This design comes from an exercise in tuning for small area and a short achievable clock period on the open sky130 flow, not from production work. RTL that was checked went through simulation tests only; none was proved equivalent to the original. Power is estimated from default activity; no workload was simulated.

Design sobel_conv_top, start of the top module:
module sobel_conv_top (
  input  logic        clk_main_a0,
  input  logic        rst_main_n_sync,
  input  logic        awvalid,
  input  logic [31:0] awaddr,
  output logic        awready,
  input  logic        wvalid,
  input  logic [31:0] wdata,
  output logic        wready,
  output logic        bvalid,
  output logic [1:0]  bresp,
  input  logic        bready,
  input  logic        arvalid,
  input  logic [31:0] araddr,
  output logic        arready,
  output logic        rvalid,
  output logic [31:0] rdata,
  output logic [1:0]  rresp,
  input  logic        rready,
  input  logic [15:0] vdip,
  output logic [15:0] vled
);
For scale: about 0.0084 sq mm of cells after synthesis.
Settings: LEC_CHECK=0, CAP_MARGIN=20, CORE_MARGIN=2, CORE_UTILIZATION=55, PLACE_DENSITY=0.8, SETUP_SLACK_MARGIN=3.75, SLEW_MARGIN=20, SYNTH_HIERARCHICAL=1, TNS_END_PERCENT=5; clock period 7.0 ns.
standard.sh (not shown) runs the stock make flow with config.mk's settings and CLKGATE_MAP_FILE= SYNTH_SCRIPT=/design/flow/synth_recipe.tcl, a recipe that flattens the netlist after the stock synthesis.
==> flow/flow/run.sh <==
#!/bin/bash
# The standard layout (standard.sh, unchanged synthesis and steps) with two
# placement/CTS options changed:
#  - port buffers are sky130_fd_sc_hd__buf_1 instead of the default pick
#  - clock tree built from clkbuf_4/clkbuf_8 without dummy loads
set -o pipefail
export BUFFER_PORTS_ARGS="-buffer_cell sky130_fd_sc_hd__buf_1"
export CTS_ARGS="-sink_clustering_enable -repair_clock_nets -dont_use_dummy_load -buf_list {sky130_fd_sc_hd__clkbuf_4 sky130_fd_sc_hd__clkbuf_8}"
bash standard.sh > standard.log 2>&1
status=$?
cp -r orfs/logs orfs_logs 2>/dev/null
exit $status
Edit:
- TNS_END_PERCENT: 5 -> default
Result:
- The new run produced a clean layout
- final area barely changes
- cell count stays the same
- wire length barely changes
- total power barely changes
- critical path depth does not change
- sequential power hardly moves
- via count barely changes
- clock power stays flat
- worst setup slack gains 12 ps
- global-route usage does not change

Setup of lane 1:
Another version of the RTL of sobel_conv_top (not shown whole).
Size: roughly 190 flip-flops, ~180 I/O pins, ~0.0084 mm^2 of cells after synthesis.
// sobel_conv_top
module sobel_conv_top (
  input  logic        clk_main_a0,
  input  logic        rst_main_n_sync,
  input  logic        awvalid,
  input  logic [31:0] awaddr,
  output logic        awready,
  input  logic        wvalid,
  input  logic [31:0] wdata,
  output logic        wready,
  output logic        bvalid,
  output logic [1:0]  bresp,
  input  logic        bready,
  input  logic        arvalid,
  input  logic [31:0] araddr,
  output logic        arready,
  output logic        rvalid,
  output logic [31:0] rdata,
  output logic [1:0]  rresp,
  input  logic        rready,
  input  logic [15:0] vdip,
  output logic [15:0] vled
);
clock: 7.0 ns
lec_check: 0
cap_margin: 20
core_margin: 2
core_utilization: 60
place_density: 0.85
setup_slack_margin: 3.85
slew_margin: 20
synth_hierarchical: 1
Scripts as last shown in full above: flow/flow/run.sh
The inputs of lane 2 differ from those of lane 1 as listed below.
-- flow/config.mk --
<<< lane 1, line 9
export CORE_MARGIN = 2
export CORE_UTILIZATION = 60
export PLACE_DENSITY = 0.85
export SETUP_SLACK_MARGIN = 3.85
>>> lane 2, line 9
export CORE_MARGIN = 2
export CORE_UTILIZATION = 55
export PLACE_DENSITY = 0.8
export SETUP_SLACK_MARGIN = 3.85
==> run notes <==
Comparing lane 1 and lane 2, critical path depth is higher on lane 1.
Critical path's largest stage delay sits lower in lane 2 than in lane 1.
Lane 2 against lane 1; via count is down slightly.
Lane 2 vs lane 1 — post-layout utilization of the core dropped 5.7 points.
Comparing lane 1 and lane 2, the lower combinational group share of total power is on lane 1.
Remaining max-slew budget at the tightest pin for lane 2: 2.9 points up relative to lane 1
Compared with lane 1, wire length in lane 2 decreased slightly.
Compared with lane 1, in lane 2 cell area after layout higher; synthesis-to-finish area growth higher; global-route wire length before repair lower.
Compared to lane 1, lane 2 reaches a higher achievable clock.
diff inputs: lane 2 => lane 3
-- flow/config.mk --
<<< lane 2, line 11
export PLACE_DENSITY = 0.8
export SETUP_SLACK_MARGIN = 3.85
export SLEW_MARGIN = 20
>>> lane 3, line 11
export PLACE_DENSITY = 0.8
export SETUP_SLACK_MARGIN = 3.95
export SLEW_MARGIN = 20
- Of the two values seen for cell type of the slowest stage on the worst timing path, buf_2 was produced by lane 2 and edfxtp_1 by lane 3.
- [lane 3] logic depth of the worst register-to-register path rose 2 relative to lane 2
- Status: die footprint parity (lane 3, lane 2)
- The post-layout utilization of the core in lane 3 was higher than what lane 2 gave.
- Relative to lane 2, lane 3 degrades total power.
- Lane 3 ended with every stage complete and zero timing, DRC or antenna violations.
- Lane 3 ended up with a higher met2 track utilization from global routing than lane 2 did.
- Compared lane 3 vs lane 2, and global router's overall resource usage is up in lane 3.
- Post-cts resize count: higher on lane 3
- On power density of the placed cells, lane 3 and lane 2 are neck and neck.
- In lane 3 the sequential share of layout area turned out 0.72 points lower than in lane 2.
- Compared with lane 2, in lane 3 time the worst path needs with I/O delays and setup rose by 0.030 ns; finished layout cell area went up.

Another version of the RTL of sobel_conv_top (not shown whole).
Size in the first run: ~600 cells after synthesis, roughly 190 flip-flops, ~180 I/O pins, roughly 8400 µm² of cells after synthesis.
==> flow/config.mk <==
export PLATFORM = sky130hd
export DESIGN_NAME = sobel_conv_top
export DESIGN_NICKNAME = sobel_conv_top
export VERILOG_FILES = /design/flow/design.v
export SDC_FILE = /design/flow/constraint.sdc
export NUM_CORES = 4
export LEC_CHECK = 0
export CAP_MARGIN = 20
export CORE_MARGIN = 2
export CORE_UTILIZATION = 55
export PLACE_DENSITY = 0.8
export SETUP_SLACK_MARGIN = 3.75
export SLEW_MARGIN = 20
export SYNTH_HIERARCHICAL = 1
==> flow/constraint.sdc <==
create_clock -name core_clock -period 7.0 [get_ports {clk_main_a0}]
set_input_delay 1.4000 -clock core_clock [delete_from_list [all_inputs] [get_ports {clk_main_a0}]]
set_output_delay 1.4000 -clock core_clock [all_outputs]
set_load 0.01 [all_outputs]
==> flow/flow/run.sh <==
#!/bin/bash
# The standard layout (standard.sh, unchanged synthesis and steps) with two
# placement/CTS options changed:
#  - port buffers are sky130_fd_sc_hd__buf_1 instead of the default pick
#  - clock tree built from clkbuf_16 without dummy loads
set -o pipefail
export BUFFER_PORTS_ARGS="-buffer_cell sky130_fd_sc_hd__buf_1"
export CTS_ARGS="-sink_clustering_enable -repair_clock_nets -dont_use_dummy_load -buf_list {sky130_fd_sc_hd__clkbuf_16}"
bash standard.sh > standard.log 2>&1
status=$?
cp -r orfs/logs orfs_logs 2>/dev/null
exit $status
Then changed:
==> flow/flow/run.sh (replaced) <==
#!/bin/bash
# The standard layout (standard.sh, unchanged synthesis and steps) with two
# placement/CTS options changed:
#  - port buffers are sky130_fd_sc_hd__buf_1 instead of the default pick
#  - clock tree built from clkbuf_4/clkbuf_8 without dummy loads
set -o pipefail
export BUFFER_PORTS_ARGS="-buffer_cell sky130_fd_sc_hd__buf_1"
export CTS_ARGS="-sink_clustering_enable -repair_clock_nets -dont_use_dummy_load -buf_list {sky130_fd_sc_hd__clkbuf_4 sky130_fd_sc_hd__clkbuf_8}"
bash standard.sh > standard.log 2>&1
status=$?
cp -r orfs/logs orfs_logs 2>/dev/null
exit $status
Effect: The changed run went through all stages and came out clean; worst hold slack got worse by 6.0 ps; non-clock buffer count came out higher by 1; power drops by 9.4%.
Function was not checked in any run of this note: the RTL went through the layout flow alone.

Another version of the RTL of sobel_conv_top (not shown whole).
For scale: about 610 cells after synthesis, roughly 200 flip-flops, ~180 I/O pins.
Settings: LEC_CHECK=0, CAP_MARGIN=20, CORE_MARGIN=2, CORE_UTILIZATION=40, SETUP_SLACK_MARGIN=3.95, SLEW_MARGIN=20, SYNTH_HIERARCHICAL=1; clock period 7.0 ns.
==> flow/flow/run.sh <==
#!/bin/bash
# The standard layout (standard.sh, unchanged synthesis and steps) with two
# placement/CTS options changed:
#  - port buffers are sky130_fd_sc_hd__buf_1 instead of the default pick
#  - clock tree built from clkbuf_4/clkbuf_8 without dummy loads
set -o pipefail
export BUFFER_PORTS_ARGS="-buffer_cell sky130_fd_sc_hd__buf_1"
export CTS_ARGS="-sink_clustering_enable -repair_clock_nets -dont_use_dummy_load -buf_list {sky130_fd_sc_hd__clkbuf_4 sky130_fd_sc_hd__clkbuf_8}"
bash standard.sh > standard.log 2>&1
status=$?
cp -r orfs/logs orfs_logs 2>/dev/null
exit $status
Next try:
Settings changed: CORE_UTILIZATION 40 to 55, PLACE_DENSITY set to 0.8, SETUP_SLACK_MARGIN 3.95 to 3.75.
=> First-iteration DRC count went up by 53%. Fmax increases by 0.35%. Combinational power climbs by about 0.8%. Routed wire length is higher by 1.4%. Cell count fell by 8.8%. Non-clock buffer count goes down by 6. Via count came out higher by 4.0%. Clock-buffer cell count does not change. Final area went down by 2.7%. Worst hold slack is worse by 0.021 ns. Total power is about the same.

The RTL this note starts from:
==> flow/design.v <==
`timescale 1ns/1ns
module sobel_conv_top (
  input  logic        clk_main_a0,
  input  logic        rst_main_n_sync,
  input  logic        awvalid,
  input  logic [31:0] awaddr,
  output logic        awready,
  input  logic        wvalid,
  input  logic [31:0] wdata,
  output logic        wready,
  output logic        bvalid,
  output logic [1:0]  bresp,
  input  logic        bready,
  input  logic        arvalid,
  input  logic [31:0] araddr,
  output logic        arready,
  output logic        rvalid,
  output logic [31:0] rdata,
  output logic [1:0]  rresp,
  input  logic        rready,
  input  logic [15:0] vdip,
  output logic [15:0] vled
);
  logic rst_n;
  assign rst_n = rst_main_n_sync;
  logic       w_wait;
  logic [3:0] w_code;     
  logic       aw_hs, w_hs;
  assign awready = ~(w_wait | bvalid);
  assign wready  = w_wait & wvalid;
  assign bresp   = 2'b00;
  assign aw_hs   = awvalid & awready;
  assign w_hs    = wready;
  function automatic logic [3:0] wr_code(input logic [31:0] a);
    logic low_ok;
    low_ok = (a[31:7] == 25'd0) && (a[1:0] == 2'b00);
    if (low_ok && !a[6] && (a[5:2] == 4'd0 || a[5:2] == 4'd4 || a[5:2] == 4'd5 ||
        a[5:2] == 4'd6 || a[5:2] == 4'd7 || a[5:2] == 4'd9 || a[5:2] == 4'd10 ||
        a[5:2] == 4'd11 || a[5:2] == 4'd12))
      wr_code = a[5:2];
    else if (low_ok && a[6:2] == 5'b10000)
      wr_code = 4'd1;
    else
      wr_code = 4'd2;
  endfunction
  always_ff @(posedge clk_main_a0) begin
    if (!rst_n) begin
      w_wait <= 1'b0;
      bvalid <= 1'b0;
    end else begin
      if (w_wait) w_wait <= ~wvalid;
      else        w_wait <= aw_hs;
      if (bvalid) bvalid <= ~bready;
      else        bvalid <= w_hs;
    end
  end
  always_ff @(posedge clk_main_a0) begin
    if (aw_hs) w_code <= wr_code(awaddr);
  end
  logic [11:0] p0, p2, p6, p8;
  logic [10:0] p1, p3, p5, p7;
  logic        mode_nz;
  logic [15:0] scratch;
  logic [15:0] wd;
  assign wd = wdata[15:0] & {16{rst_n}};
  logic we_p0, we_p1, we_p2, we_p3, we_p5, we_p6, we_p7, we_p8, we_mode, we_scr;
  assign we_scr  = ~rst_n | (w_hs && w_code == 4'd0);
  assign we_mode = ~rst_n | (w_hs && w_code == 4'd1);
  assign we_p0   = ~rst_n | (w_hs && w_code == 4'd4);
  assign we_p1   = ~rst_n | (w_hs && w_code == 4'd5);
  assign we_p2   = ~rst_n | (w_hs && w_code == 4'd6);
  assign we_p3   = ~rst_n | (w_hs && w_code == 4'd7);
  assign we_p5   = ~rst_n | (w_hs && w_code == 4'd9);
  assign we_p6   = ~rst_n | (w_hs && w_code == 4'd10);
  assign we_p7   = ~rst_n | (w_hs && w_code == 4'd11);
  assign we_p8   = ~rst_n | (w_hs && w_code == 4'd12);
  always_ff @(posedge clk_main_a0) begin
    if (we_scr)  scratch <= wd;
    if (we_mode) mode_nz <= rst_n & (|wdata);
    if (we_p0)   p0 <= wd[11:0];
    if (we_p1)   p1 <= wd[10:0];
    if (we_p2)   p2 <= wd[11:0];
    if (we_p3)   p3 <= wd[10:0];
    if (we_p5)   p5 <= wd[10:0];
    if (we_p6)   p6 <= wd[11:0];
    if (we_p7)   p7 <= wd[10:0];
    if (we_p8)   p8 <= wd[11:0];
  end
  logic [11:0] x, y;
  logic [10:0] u, v;
  assign x = mode_nz ? p2 : p6;
  assign y = mode_nz ? p6 : p2;
  assign u = mode_nz ? p1 : p3;
  assign v = mode_nz ? p7 : p5;
  logic [11:0] a0, a1, a2, a3, a4, a5;
  logic [11:0] s1, c1, s2, c2, s3, c3, s4, c4;
  logic [11:0] c1s, c2s, c3s, c4s;
  assign a0 = p0;
  assign a1 = ~p8;
  assign a2 = x;
  assign a3 = ~y;
  assign a4 = {u, 1'b0};
  assign a5 = {~v, 1'b0};
  assign s1 = a0 ^ a1 ^ a2;
  assign c1 = (a0 & a1) | (a0 & a2) | (a1 & a2);
  assign s2 = a3 ^ a4 ^ a5;
  assign c2 = (a3 & a4) | (a3 & a5) | (a4 & a5);
  assign c1s = {c1[10:0], 1'b1};
  assign c2s = {c2[10:0], 1'b1};
  assign s3 = s1 ^ s2 ^ c1s;
  assign c3 = (s1 & s2) | (s1 & c1s) | (s2 & c1s);
  assign c3s = {c3[10:0], 1'b1};
  assign s4 = s3 ^ c2s ^ c3s;
  assign c4 = (s3 & c2s) | (s3 & c3s) | (c2s & c3s);
  assign c4s = {c4[10:0], 1'b1};
  logic [11:0] res_p;
  logic [10:0] res_g;
  assign res_p = s4 ^ c4s;
  assign res_g = s4[10:0] & c4s[10:0];
  logic        rd_pend, rd_res;
  logic        ar_hs;
  logic        r_dead;      
  logic [15:0] r_p;
  logic [10:0] r_g;
  assign arready = ~(rd_pend | rvalid);
  assign ar_hs   = arvalid & arready;
  assign rresp   = 2'b00;
  logic ar_is0, ar_is4;
  assign ar_is0 = (araddr == 32'h0);
  assign ar_is4 = (araddr == 32'h4);
  always_ff @(posedge clk_main_a0) begin
    if (!rst_n) begin
      rd_pend <= 1'b0;
      rvalid  <= 1'b0;
    end else begin
      rd_pend <= ar_hs;
      if (rvalid) rvalid <= ~rready;
      else        rvalid <= rd_pend;
    end
  end
  always_ff @(posedge clk_main_a0) begin
    rd_res <= ar_hs & ar_is0;
    if (ar_hs) begin
      r_dead <= ~(ar_is0 | ar_is4);
      r_p    <= ar_is4 ? scratch : 16'hBEEF;
      r_g    <= '0;
    end else if (rd_res) begin
      r_p    <= {4'b0, res_p};
      r_g    <= res_g;
    end
  end
  logic [11:0] gg [0:4];
  logic [11:0] pp [0:4];
  logic [11:0] cy;
  always_comb begin
    for (int i = 0; i < 12; i++) begin
      gg[0][i] = (i == 11) ? 1'b0 : r_g[i];
      pp[0][i] = r_p[i];
    end
    for (int l = 0; l < 4; l++) begin
      for (int i = 0; i < 12; i++) begin
        if ((i >> l) & 1) begin
          gg[l+1][i] = gg[l][i] | (pp[l][i] & gg[l][((i >> l) << l) - 1]);
          pp[l+1][i] = pp[l][i] & pp[l][((i >> l) << l) - 1];
        end else begin
          gg[l+1][i] = gg[l][i];
          pp[l+1][i] = pp[l][i];
        end
      end
    end
    cy[0] = 1'b0;
    for (int i = 1; i < 12; i++) cy[i] = gg[4][i-1];
  end
  logic [11:0] sum_lo;
  assign sum_lo = r_p[11:0] ^ cy;
  assign rdata = {r_dead ? 16'hDEAD : 16'h0000, r_p[15:12], sum_lo};
  logic [15:0] dip_meta, led_pre;
  always_ff @(posedge clk_main_a0) begin
    dip_meta <= vdip;
    led_pre  <= scratch & dip_meta & {16{rst_n}};
    vled     <= led_pre & {16{rst_n}};
  end
endmodule
export LEC_CHECK = 0
export CAP_MARGIN = 20
export CORE_MARGIN = 2
export CORE_UTILIZATION = 40
export SETUP_SLACK_MARGIN = 3.6
export SLEW_MARGIN = 20
create_clock -name core_clock -period 7.0 [get_ports {clk_main_a0}]
run.sh (not shown) runs the stock make flow with config.mk's settings and CLKGATE_MAP_FILE= SYNTH_SCRIPT=/design/flow/synth_recipe.tcl, a recipe that flattens the netlist after the stock synthesis.
Stock flow here: none of the scripts above is used.
The first run completed with no timing, DRC or antenna violations.
Rerun with:
==> flow/flow/run.sh (new file) <==
#!/bin/bash
# The standard layout (standard.sh, unchanged synthesis and steps) with two
# placement/CTS options changed:
#  - port buffers are sky130_fd_sc_hd__buf_1 instead of the default pick
#  - clock tree built from clkbuf_4/clkbuf_8 without dummy loads
set -o pipefail
export BUFFER_PORTS_ARGS="-buffer_cell sky130_fd_sc_hd__buf_1"
export CTS_ARGS="-sink_clustering_enable -repair_clock_nets -dont_use_dummy_load -buf_list {sky130_fd_sc_hd__clkbuf_4 sky130_fd_sc_hd__clkbuf_8}"
bash standard.sh > standard.log 2>&1
status=$?
cp -r orfs/logs orfs_logs 2>/dev/null
exit $status
==> flow/standard.sh (new file) <==
#!/bin/bash
# synth_recipe.tcl (not shown) runs the flow's synth.tcl, then flattens the netlist and writes it again
# the make line also repeats each setting of config.mk as NAME=value (left out here)
make -C /OpenROAD-flow-scripts/flow DESIGN_CONFIG=/design/flow/config.mk WORK_HOME=/design/flow/orfs CLKGATE_MAP_FILE= SYNTH_SCRIPT=/design/flow/synth_recipe.tcl "${@:-finish}"
removed: flow/run.sh
Result: The changed run finished with timing, DRC and antenna clean; synthesized area stays the same; die area stays the same; cell area is lower by roughly a tenth.
Rerun with:
==> flow/flow/run.sh (replaced) <==
#!/bin/bash
# The standard layout (standard.sh, unchanged synthesis and steps) with two
# placement/CTS options changed:
#  - port buffers are sky130_fd_sc_hd__buf_1 instead of the default pick
#  - clock tree built from clkbuf_8 without dummy loads
set -o pipefail
export BUFFER_PORTS_ARGS="-buffer_cell sky130_fd_sc_hd__buf_1"
export CTS_ARGS="-sink_clustering_enable -repair_clock_nets -dont_use_dummy_load -buf_list {sky130_fd_sc_hd__clkbuf_8}"
bash standard.sh > standard.log 2>&1
status=$?
cp -r orfs/logs orfs_logs 2>/dev/null
exit $status
Effect:
- The new run ran to the end with no violations
- routed wire length is unchanged
- non-clock buffer count is unchanged
- core utilization does not change

[port drivers added, routing unchanged]
Ports are ideal in the flow. The routed layouts listed here were re-timed in OpenROAD.
Step 1 assumes that a clkbuf_16 drives the clock port and a buf_2 every other input.
Step 2 adds t to the input delays and takes it off the output delays; t is the mean of the earliest and latest rising clock arrival at the registers after step 1. Input paths then give back, and output paths get back, about the clock's delay inside the block.
a / b / c = no drivers / after step 1 / after step 2; a / b = the first two.
run	shift t [ns]	setup slack, ns	worst setup path at the end	pins driven straight from the clock port
the first run of note 1	0.504	3.728 / 3.689 / 3.611	input to register	1
the second run of note 1	0.502	3.740 / 3.701 / 3.675	input to register	1
lane 1	0.488	3.803 / 3.769 / 3.834	input to output	1
lane 2	0.480	3.879 / 3.838 / 3.803	input to register	1
lane 3	0.486	3.849 / 3.813 / 3.663	input to register	1
the first run of note 3	0.454	3.743 / 3.703 / 3.682	input to register	1
the second run of note 3	0.465	3.715 / 3.680 / 3.714	input to register	1
the first run of note 4	0.488	3.754 / 3.715 / 3.857	input to output	1
the second run of note 4	0.482	3.765 / 3.727 / 3.787	input to register	1
the first run of note 5	0.469	3.497 / 3.452 / 3.448	input to register	1
the second run of note 5	0.486	3.544 / 3.506 / 3.566	input to register	1
the third run of note 5	0.486	3.544 / 3.506 / 3.566	input to register	1
After both steps every run listed still meets setup and hold. The setup slack of lane 3, which loses most, moves by -0.036 ns with the drivers and by -0.186 ns with both steps.
